What follows belongs to an exercise in optimizing a design on an open flow for small area, a short achievable clock period and few clock cycles per item; a production flow would make more cautious choices. RTL that was checked went through simulation tests only; none was proved equivalent to the original. No activity file was given, so power comes from the tool's default toggle rates.

main:
==> flow/design.v <==
module fp_add_sub_param #(
    parameter int EXP_W = 11,
    parameter int MAN_W = 52
) (
    input  logic                   Clock,
    input  logic                   Reset,
    input  logic                   A_store_bit,
    input  logic [EXP_W+MAN_W:0]   A,
    output logic                   A_acknowledgment,
    input  logic                   B_store_bit,
    input  logic [EXP_W+MAN_W:0]   B,
    input  logic                   Op,
    output logic                   B_acknowledgment,
    output logic [EXP_W+MAN_W:0]   SUM,
    output logic [3:0]             Flags,
    output logic                   SUM_store_bit,
    input  logic                   SUM_acknowledgment
);
    localparam int W   = 1 + EXP_W + MAN_W;
    localparam int SW  = MAN_W + 4;              
    localparam int SHW = 6;                      
    localparam int NH  = MAN_W + 2;              
    localparam int LW  = 64;                     
    localparam int LB  = 6;                      
    localparam logic [W-1:0] QNAN = {1'b0, {EXP_W{1'b1}}, 1'b1, {(MAN_W-1){1'b0}}};
    logic v1_q, v2_q, vo_q, en;
    assign en = ~vo_q | SUM_acknowledgment;
    assign A_acknowledgment = B_store_bit & en;
    assign B_acknowledgment = A_store_bit & en;
    assign SUM_store_bit    = vo_q;
    always_ff @(posedge Clock or negedge Reset) begin
        if (!Reset) begin
            v1_q <= 1'b0;
            v2_q <= 1'b0;
            vo_q <= 1'b0;
        end else if (en) begin
            v1_q <= A_store_bit & B_store_bit;
            v2_q <= v1_q;
            vo_q <= v2_q;
        end
    end
    logic [EXP_W-1:0] ea, eb, ea1, eb1, d, e_big;
    logic [EXP_W:0]   dab, dba;
    logic [MAN_W-1:0] fa, fb;
    logic [MAN_W:0]   ma, mb;
    logic             sa, sb, a_ez, b_ez, a_emax, b_emax, a_nan, b_nan, a_inf, b_inf;
    logic             e_ge, e_eq, rev, inv, sub, s_big, zsgn;
    logic             spec, spec_nan, spec_sgn, spec_inv;
    logic [SHW-1:0]   shamt;
    logic [MAN_W:0]   bigx, smlx;
    assign ea = A[MAN_W +: EXP_W];
    assign eb = B[MAN_W +: EXP_W];
    assign fa = A[MAN_W-1:0];
    assign fb = B[MAN_W-1:0];
    assign sa = A[W-1];
    assign sb = B[W-1] ^ Op;
    assign a_ez   = ~|ea;
    assign b_ez   = ~|eb;
    assign a_emax = &ea;
    assign b_emax = &eb;
    assign a_nan  = a_emax & (|fa);
    assign b_nan  = b_emax & (|fb);
    assign a_inf  = a_emax & ~(|fa);
    assign b_inf  = b_emax & ~(|fb);
    assign spec     = a_emax | b_emax;
    assign spec_nan = a_nan | b_nan | (a_inf & b_inf & (sa ^ sb));
    assign spec_inv = (a_nan & ~fa[MAN_W-1]) | (b_nan & ~fb[MAN_W-1]) |
                      (~a_nan & ~b_nan & a_inf & b_inf & (sa ^ sb));
    assign spec_sgn = a_inf ? sa : sb;
    assign ea1 = {ea[EXP_W-1:1], ea[0] | a_ez};
    assign eb1 = {eb[EXP_W-1:1], eb[0] | b_ez};
    assign ma  = {~a_ez, fa};
    assign mb  = {~b_ez, fb};
    assign dab = {1'b0, ea1} - {1'b0, eb1};
    assign dba = {1'b0, eb1} - {1'b0, ea1};
    assign sub   = sa ^ sb;
    assign zsgn  = sa & sb;
    assign e_ge  = ea >= eb;
    assign e_eq  = ea == eb;
    assign rev   = sub & e_eq & (fa < fb);
    assign inv   = sub & ~rev;
    assign d     = e_ge ? dab[EXP_W-1:0] : dba[EXP_W-1:0];
    assign shamt = (|d[EXP_W-1:SHW]) ? {SHW{1'b1}} : d[SHW-1:0];
    assign e_big = e_ge ? ea1 : eb1;
    assign s_big = (e_ge & ~rev) ? sa : sb;
    assign bigx  = (e_ge ? ma : mb) ^ {(MAN_W+1){rev}};
    assign smlx  = (e_ge ? mb : ma) ^ {(MAN_W+1){inv}};
    logic [MAN_W:0]   bigx_q, smlx_q;
    logic [SHW-1:0]   shamt_q;
    logic [EXP_W-1:0] eb1_q;
    logic             rev1_q, inv1_q, sub1_q, sgn1_q, zsgn1_q;
    logic             spec1_q, snan1_q, ssgn1_q, sinv1_q;
    always_ff @(posedge Clock) begin
        if (en) begin
            bigx_q  <= bigx;
            smlx_q  <= smlx;
            shamt_q <= shamt;
            eb1_q   <= e_big;
            rev1_q  <= rev;
            inv1_q  <= inv;
            sub1_q  <= sub;
            sgn1_q  <= s_big;
            zsgn1_q <= zsgn;
            spec1_q <= spec;
            snan1_q <= spec_nan;
            ssgn1_q <= spec_sgn;
            sinv1_q <= spec_inv;
        end
    end
    function automatic logic [NH-1:0] padd(input logic [NH-1:0] a, input logic [NH-1:0] b,
                                           input logic cin);
        logic [NH-1:0] g, p, gg, pp;
        g  = a & b;
        p  = a ^ b;
        gg = g;
        pp = p;
        for (int l = 0; (1 << l) < NH; l++)
            for (int i = NH - 1; i >= (1 << l); i--) begin
                gg[i] = gg[i] | (pp[i] & gg[i - (1 << l)]);
                pp[i] = pp[i] & pp[i - (1 << l)];
            end
        padd = p ^ ({gg[NH-2:0], 1'b0} | ({pp[NH-2:0], 1'b1} & {NH{cin}}));
    endfunction
    logic [SW:0]    xs;
    logic [SW+(1<<SHW):0] xs_w;
    logic [MAN_W:0] sml_true;
    logic           stk, c3;
    logic [2:0]     y3, lo3;
    logic [SW:0]    sum;
    assign xs_w = {{(1 << SHW){inv1_q}}, inv1_q, smlx_q, {3{inv1_q}}} >> shamt_q;
    assign xs   = xs_w[SW:0];
    assign sml_true = smlx_q ^ {(MAN_W+1){inv1_q}};
    always_comb begin
        stk = 1'b0;
        for (int i = 0; i <= MAN_W; i++)
            if (32'(i) + 32'd3 < 32'(shamt_q)) stk = stk | sml_true[i];
    end
    assign y3  = {xs[2:1] ^ {2{inv1_q}}, (xs[0] ^ inv1_q) | stk};
    assign c3  = sub1_q & (y3 == 3'b000);
    assign lo3 = sub1_q ? (3'b000 - y3) : y3;
    assign sum = {padd({rev1_q, bigx_q}, xs[SW:3], c3), lo3};
    logic [LB-1:0]    spos;
    logic             sok;
    logic [EXP_W-1:0] ep1;
    assign sok  = eb1_q <= EXP_W'(SW);
    assign spos = LB'(SW) - eb1_q[LB-1:0];
    assign ep1  = eb1_q + 1'b1;
    logic [SW:0]      sum_q;
    logic [EXP_W-1:0] ep1_q;
    logic [LB-1:0]    spos_q;
    logic             sok_q;
    logic             sgn2_q, zsgn2_q, spec2_q, snan2_q, ssgn2_q, sinv2_q;
    always_ff @(posedge Clock) begin
        if (en) begin
            sum_q   <= sum;
            ep1_q   <= ep1;
            spos_q  <= spos;
            sok_q   <= sok;
            sgn2_q  <= sgn1_q;
            zsgn2_q <= zsgn1_q;
            spec2_q <= spec1_q;
            snan2_q <= snan1_q;
            ssgn2_q <= ssgn1_q;
            sinv2_q <= sinv1_q;
        end
    end
    logic [LW-1:0]    sent, lv;
    logic [LB-1:0]    s;
    logic [SW:0]      t;
    logic [SW-1:0]    norm;
    logic [MAN_W:0]   rm, rnd;
    logic [MAN_W:0]   ones;
    logic             inc, inx, rovf, zero, hid, e2046, e2045, ovf_e, ovf;
    logic [EXP_W:0]   efa, efb;
    logic [EXP_W-1:0] ef;
    logic             r_sgn;
    logic [EXP_W-1:0] r_exp;
    logic [MAN_W-1:0] r_frac;
    logic [3:0]       flg;
    logic [W-1:0]     res;
    assign sent = sok_q ? (LW'(1) << spos_q) : '0;
    assign lv   = {sum_q[SW], sum_q[SW-1:0] | sent[SW-1:0], {(LW-SW-1){1'b1}}};
    always_comb begin
        logic [LW-1:0]    z;
        logic [LB*LW-1:0] c;
        logic [LW-1:0]    nz;
        logic [LB*LW-1:0] nc;
        for (int i = 0; i < LW; i++) begin
            z[i] = ~lv[i];
            c[i*LB +: LB] = '0;
        end
        nz = '0;
        nc = '0;
        for (int l = 0; l < LB; l++) begin
            for (int j = 0; j < LW / 2; j++) begin
                if (j < (LW >> (l + 1))) begin
                    nz[j] = z[2*j] & z[2*j+1];
                    nc[j*LB +: LB] = z[2*j+1] ? (c[(2*j)*LB +: LB] | LB'(1 << l))
                                              : c[(2*j+1)*LB +: LB];
                end
            end
            z = nz;
            c = nc;
        end
        s = c[LB-1:0];
    end
    always_comb begin
        t = sum_q;
        for (int k = LB - 1; k >= 0; k--)
            if (s[k]) t = t << (1 << k);
    end
    assign norm = {t[SW:2], t[1] | t[0]};
    assign inc = norm[2] & (norm[1] | norm[0] | norm[3]);
    assign inx = |norm[2:0];
    assign rm  = norm[SW-1:3];
    always_comb begin
        ones = rm;
        for (int l = 0; (1 << l) < MAN_W + 1; l++)
            for (int i = MAN_W; i >= (1 << l); i--)
                ones[i] = ones[i] & ones[i - (1 << l)];
    end
    assign rnd  = rm ^ ({ones[MAN_W-1:0], 1'b1} & {(MAN_W+1){inc}});
    assign rovf = inc & ones[MAN_W];
    assign hid  = rnd[MAN_W] | rovf;
    assign zero = ~|sum_q;
    assign efa = {1'b0, ep1_q} - (EXP_W+1)'(s);
    assign efb = {1'b0, ep1_q} + 1'b1 - (EXP_W+1)'(s);
    assign ef  = rovf ? efb[EXP_W-1:0] : efa[EXP_W-1:0];
    assign e2046 = ep1_q == {{(EXP_W-1){1'b1}}, 1'b1};
    assign e2045 = ep1_q == {{(EXP_W-1){1'b1}}, 1'b0};
    assign ovf_e = sum_q[SW] & e2046;
    assign ovf   = ovf_e | (rovf & ((sum_q[SW] & e2045) | (~sum_q[SW] & sum_q[SW-1] & e2046)));
    always_comb begin
        if (spec2_q) begin
            r_sgn  = ~snan2_q & ssgn2_q;
            r_exp  = '1;
            r_frac = {snan2_q, {(MAN_W-1){1'b0}}};
            flg    = {sinv2_q, 3'b000};
        end else begin
            r_sgn  = zero ? zsgn2_q : sgn2_q;
            r_exp  = ovf_e ? '1 : (hid ? ef : '0);
            r_frac = ovf_e ? '0 : rnd[MAN_W-1:0];
            flg    = ovf ? 4'b0101 : {2'b00, ~hid & inx, inx};
        end
    end
    assign res = {r_sgn, r_exp, r_frac};
    logic [W-1:0] res_q;
    logic [3:0]   flg_q;
    always_ff @(posedge Clock) begin
        if (en) begin
            res_q <= res;
            flg_q <= flg;
        end
    end
    assign SUM   = res_q;
    assign Flags = flg_q;
endmodule
Settings: LEC_CHECK=0, ABC_AREA=1, CAP_MARGIN=20, CORE_MARGIN=2, CORE_UTILIZATION=45, SETUP_SLACK_MARGIN=5, SLEW_MARGIN=20; clock period 10.0 ns.
run.sh (not shown) runs the stock make flow with config.mk's settings and CLKGATE_MAP_FILE= SYNTH_SCRIPT=/design/flow/synth_recipe.tcl, a recipe that flattens the netlist after the stock synthesis.
main did not stop at any stage, and its layout met the timing, design-rule and antenna checks.
Testbench counts of main, summed over its fixed seeds: cycles 2,080, items 2,048.
Edits applied to the flow inputs when going from main to the feature branch:
diff --git a/flow/design.v b/flow/design.v
--- a/flow/design.v
+++ b/flow/design.v
@@ -16,14 +16,14 @@
     output logic                   SUM_store_bit,
     input  logic                   SUM_acknowledgment
 );
     localparam int W   = 1 + EXP_W + MAN_W;
     localparam int SW  = MAN_W + 4;              
-    localparam int SHW = 6;                      
+    localparam int SHW = $clog2(SW);             
     localparam int NH  = MAN_W + 2;              
     localparam int LW  = 64;                     
-    localparam int LB  = 6;                      
+    localparam int LB  = $clog2(LW);
     localparam logic [W-1:0] QNAN = {1'b0, {EXP_W{1'b1}}, 1'b1, {(MAN_W-1){1'b0}}};
     logic v1_q, v2_q, vo_q, en;
     assign en = ~vo_q | SUM_acknowledgment;
     assign A_acknowledgment = B_store_bit & en;
     assign B_acknowledgment = A_store_bit & en;
@@ -120,17 +120,15 @@
                 pp[i] = pp[i] & pp[i - (1 << l)];
             end
         padd = p ^ ({gg[NH-2:0], 1'b0} | ({pp[NH-2:0], 1'b1} & {NH{cin}}));
     endfunction
     logic [SW:0]    xs;
-    logic [SW+(1<<SHW):0] xs_w;
     logic [MAN_W:0] sml_true;
     logic           stk, c3;
     logic [2:0]     y3, lo3;
     logic [SW:0]    sum;
-    assign xs_w = {{(1 << SHW){inv1_q}}, inv1_q, smlx_q, {3{inv1_q}}} >> shamt_q;
-    assign xs   = xs_w[SW:0];
+    assign xs = $signed({inv1_q, smlx_q, {3{inv1_q}}}) >>> shamt_q;
     assign sml_true = smlx_q ^ {(MAN_W+1){inv1_q}};
     always_comb begin
         stk = 1'b0;
         for (int i = 0; i <= MAN_W; i++)
             if (32'(i) + 32'd3 < 32'(shamt_q)) stk = stk | sml_true[i];
### Flow results
Going from main to the feature branch, post-cts hold buffer count held steady, total power consumption of the routed design held steady, worst endpoint required time held steady, layout multi-input combinational cell count held steady.
Summary of the feature branch over main: via count normalized by instance count now sits at about the same level; final area now sits at about the same level.
From the feature branch to main, first-iteration DRC count did not move at all.
~same register cell area after layout in the feature branch and main
On worst setup slack after placement, the feature branch and main are basically level.
Diff main..the feature branch | number of instances resized during post-cts repair | unchanged
As far as number of placement rows goes, main and the feature branch are indistinguishable; the numbers are identical.
[compare] base=main new=the feature branch: non-clock inverter total of the final layout comparable; worst setup slack comparable; antenna violation net count after detailed routing comparable.
Only the layout flow was run in the feature branch; the RTL was not checked for function there.

-- static timing again, ports no longer ideal --
No port has a modelled driver above. Below, the same layouts with a new extraction and two added sets of constraints. Step 1 sets driving cells, clkbuf_16 on the clock port and buf_2 on the other inputs (assumed; they add their load-dependent delay and slew). Step 2 moves the port delays by t, midway between the first and last clock arrival at a register: inputs arrive t later, outputs are due t later. That takes back most of the time a late clock gives input paths. Three values: no drivers, after step 1, after step 2; two values: the first two.
run	t, ns	setup slack, ns	hold slack, ns
main	0.616	4.800 / 4.800 / 4.505	0.403 / 0.403 / 0.403
the feature branch	0.616	4.800 / 4.800 / 4.505	0.403 / 0.403 / 0.403
After both steps every run listed still meets setup and hold.
